Background: an optimization exercise with open tools, aiming at small area, a short achievable clock period and few clock cycles per item. Do not read the settings as production practice.
The RTL was checked by simulation tests, not by an equivalence proof against the original design.
Power and IR drop assume default switching activity.

run M:
Design midpoint_ellipse_rasterizer_core, start of the top module:
module midpoint_ellipse_rasterizer_core
#(
   parameter int RADIUS_BITS = 10
)(
   input  wire logic                 clock,
   input  wire logic                 reset,
   input  wire logic                 req_valid,
   output logic                      req_stall,
   input  wire logic                 req_restart,
   output logic                      rsp_valid,
   input  wire logic                 rsp_stall,
   output logic signed [12:0]        rsp_pixel_x,
   output logic signed [12:0]        rsp_pixel_y,
   output logic                      rsp_last_of_step,
   output logic                      rsp_finished,
   input  wire logic                 csr_write_en,
   input  wire logic        [1:0]    csr_index,
   input  wire logic        [11:0]   csr_write_data
);
Settings: LEC_CHECK=0, CAP_MARGIN=20, CORE_MARGIN=2, CORE_UTILIZATION=70, SLEW_MARGIN=20; clock period 11.0 ns.
run.sh (not shown) runs the stock make flow with config.mk's settings and CLKGATE_MAP_FILE= SYNTH_SCRIPT=/design/flow/synth_recipe.tcl, a recipe that flattens the netlist after the stock synthesis.
Testbench counts of run M, summed over its fixed seeds: cycles 106,964, items 102,668.
Edits applied to the flow inputs when going from run M to run A:
-- flow/design.v --
<<< run M, line 181
   endfunction
   logic e_dq, e_dp, e_dnp, e_y3, e_qx3, e_ax, e_by;
   wire [W-1:0] d_src = gate(dh, e_dh) | gate(d4s, e_d4);
   wire [W-1:0] d_a   = gate(qh, e_dq) | gate(qsr, c_tra) | gate(y2, c_trb || c_f1)
>>> run A, line 181
   endfunction
   logic e_dq, e_dp, e_dnp, e_y3, e_qx3, e_ax, e_by;
   logic u_qh, u_q4, u_y3, u_tra, u_pr1, u_f1, u_dp;
   wire [W-1:0] d_src = gate(dh, e_dh) | gate(d4s, e_d4);
   wire [W-1:0] d_a   = gate(qh, e_dq) | gate(qsr, c_tra) | gate(y2, c_trb || c_f1)
<<< run M, line 192
   wire [W-1:0] p_a   = gate(y3, e_y3) | gate(~y2, c_tra) | gate(y2, c_prf);
   wire         p_cc  = c_tra;
   wire [W-1:0] q_src = gate(qh, e_qh) | gate(q4s, e_q4);
   wire [W-1:0] q_a   = gate(y3, e_y3) | gate(~y2, c_tra) | gate({ry_q[8:0], 1'b0}, g_ry1a) | gate({9'd0, ry_q[9]}, g_ry1b)
                      | gate(~x4, e_pr1);
   wire [W-1:0] q_b   = gate(x3, e_qx3) | gate(x2, c_tra) | gate(ry_q, g_ry0)
                      | gate(~x3, e_qn3) | gate(y2, c_f1);
   wire         q_cs  = e_pr1;
   wire         q_cc  = c_tra || e_qn3;
   logic [W-1:0] dn, pn, qn, cn;
>>> run A, line 193
   wire [W-1:0] p_a   = gate(y3, e_y3) | gate(~y2, c_tra) | gate(y2, c_prf);
   wire         p_cc  = c_tra;
   wire [W-1:0] q_src = gate(qh, u_qh) | gate(q4s, u_q4);
   wire [W-1:0] q_a   = gate(y3, u_y3) | gate(~y2, u_tra) | gate({ry_q[8:0], 1'b0}, g_ry1a) | gate({9'd0, ry_q[9]}, g_ry1b)
                      | gate(~x4, u_pr1);
   wire [W-1:0] q_b   = gate(x3, e_qx3) | gate(x2, u_tra) | gate(ry_q, g_ry0)
                      | gate(~x3, e_qn3) | gate(y2, u_f1);
   wire         q_cs  = u_pr1;
   wire         q_cc  = c_tra || e_qn3;
   logic [W-1:0] dn, pn, qn, cn;
<<< run M, line 215
      .s (qn), .cos (qn_cs), .coc (qn_cc), .z (qz_u)
   );
   wire [W-1:0] c_b = ~gate(x3, e_dp);
   mer_add3 #(.N(W)) u_cmp (
      .a (qh), .b (~y2), .c (c_b),
>>> run A, line 216
      .s (qn), .cos (qn_cs), .coc (qn_cc), .z (qz_u)
   );
   wire [W-1:0] c_b = ~gate(x3, u_dp);
   mer_add3 #(.N(W)) u_cmp (
      .a (qh), .b (~y2), .c (c_b),
<<< run M, line 221
      .s (cn), .cos (cn_cs), .coc (cn_cc), .z (cz_u)
   );
   wire cmp_n = c_s1 ? !cn[W-1] : cmp;    
   always_ff @(posedge clock) begin
      dr   <= {dn, dr[RW-1:W]};
>>> run A, line 222
      .s (cn), .cos (cn_cs), .coc (cn_cc), .z (cz_u)
   );
   wire cmp_n = c_s1 ? !cn[3] : cmp;      
   wire dsg   = dn[3];                    
   always_ff @(posedge clock) begin
      dr   <= {dn, dr[RW-1:W]};
<<< run M, line 250
   logic b_idle, b_w1, b_w2, b_dn;
   logic b_sq, b_ld, b_pr, b_prf, b_prl, b_f1, b_trb, b_trc, b_last;
   always_ff @(posedge clock) begin
      g_rx1a <= p3 && n_sq && n_dx1;
>>> run A, line 252
   logic b_idle, b_w1, b_w2, b_dn;
   logic b_sq, b_ld, b_pr, b_prf, b_prl, b_f1, b_trb, b_trc, b_last;
   always_ff @(posedge clock) begin
      if (p3) begin
         u_qh  <= !(n_sq || n_ld || n_pr);
         u_q4  <= n_pr || (n_sq && !n_first);
         u_y3  <= n_s1 || (n_s2 && dsg) || n_f1;
         u_tra <= n_tra;
         u_pr1 <= n_pr && n_qy1;
         u_f1  <= n_f1;
         u_dp  <= n_s1 && dsg;
      end
   end
   always_ff @(posedge clock) begin
      g_rx1a <= p3 && n_sq && n_dx1;
<<< run M, line 381
            e_pk    <= !n_ld;
            e_qn3   <= n_pr && n_qy0 && !n_prl;
            e_dq    <= (n_s1 && !dn[W-1]) || n_s2;
            e_dp    <= n_s1 && dn[W-1];
            e_dnp   <= (n_s2 && !dn[W-1]) || n_tra;
            e_y3    <= n_s1 || (n_s2 && dn[W-1]) || n_f1;
            e_qx3   <= (n_s1 && !dn[W-1]) || n_s2 || (n_prl && !n_qy0);
            e_ax    <= n_s1 || dn[W-1];
            e_by    <= n_s2 || !dn[W-1];
            e_pr1   <= n_pr && n_qy1;
            e_pr0   <= n_pr && n_qy0;
>>> run A, line 394
            e_pk    <= !n_ld;
            e_qn3   <= n_pr && n_qy0 && !n_prl;
            e_dq    <= (n_s1 && !dsg) || n_s2;
            e_dp    <= n_s1 && dsg;
            e_dnp   <= (n_s2 && !dsg) || n_tra;
            e_y3    <= n_s1 || (n_s2 && dsg) || n_f1;
            e_qx3   <= (n_s1 && !dsg) || n_s2 || (n_prl && !n_qy0);
            e_ax    <= n_s1 || dsg;
            e_by    <= n_s2 || !dsg;
            e_pr1   <= n_pr && n_qy1;
            e_pr0   <= n_pr && n_qy0;
--- outcome ---
The worst-case clock skew reported for run A is smaller than that of run M by 0.0072 ns.
Wire length of the first global-routing pass (run A vs. run M) increases by a little under 10%
Clock network contribution to total cell area, run A and run M, lower one = run A.
Cell type of the slowest stage on the worst timing path: dfxtp_1 -> run M, edfxtp_1 -> run A
[run A] sequential share of layout area rose 0.63 points relative to run M
Run A against run M: power rose about 6%, number of sequential storage elements up 2.1%, routing usage on met3 now smaller, total detailed-routing wirelength higher.
Testbench counts of run A, summed over its fixed seeds: cycles 106,964, items 102,668.

## afterwards: timing with drivers on the ports
No port has a modelled driver above. Below, the same layouts with a new extraction and two added sets of constraints. Step 1, drivers: a clkbuf_16 drives clock and a buf_2 each remaining input, both assumed. Step 2, shift: input delay + t, output delay - t, t = (earliest + latest rising clock arrival at the registers) / 2. This alone moves slack from input paths to output paths. Slacks: no drivers / after step 1 / after step 2; pairs: no drivers / after step 1.
run | shift t [ns] | setup slack, ns | slew at the worst register clock pin (ns) | worst data-port slew with drivers (ns)
run M | 0.550 | 6.600 / 6.600 / 6.553 | 0.06 / 0.06 | 0.05
run A | 0.623 | 6.616 / 6.616 / 6.388 | 0.07 / 0.07 | 0.04
After both steps every run listed still meets setup and hold. The setup slack of run A, which loses most, moves by 0.000 ns with the drivers and by -0.228 ns with both steps.
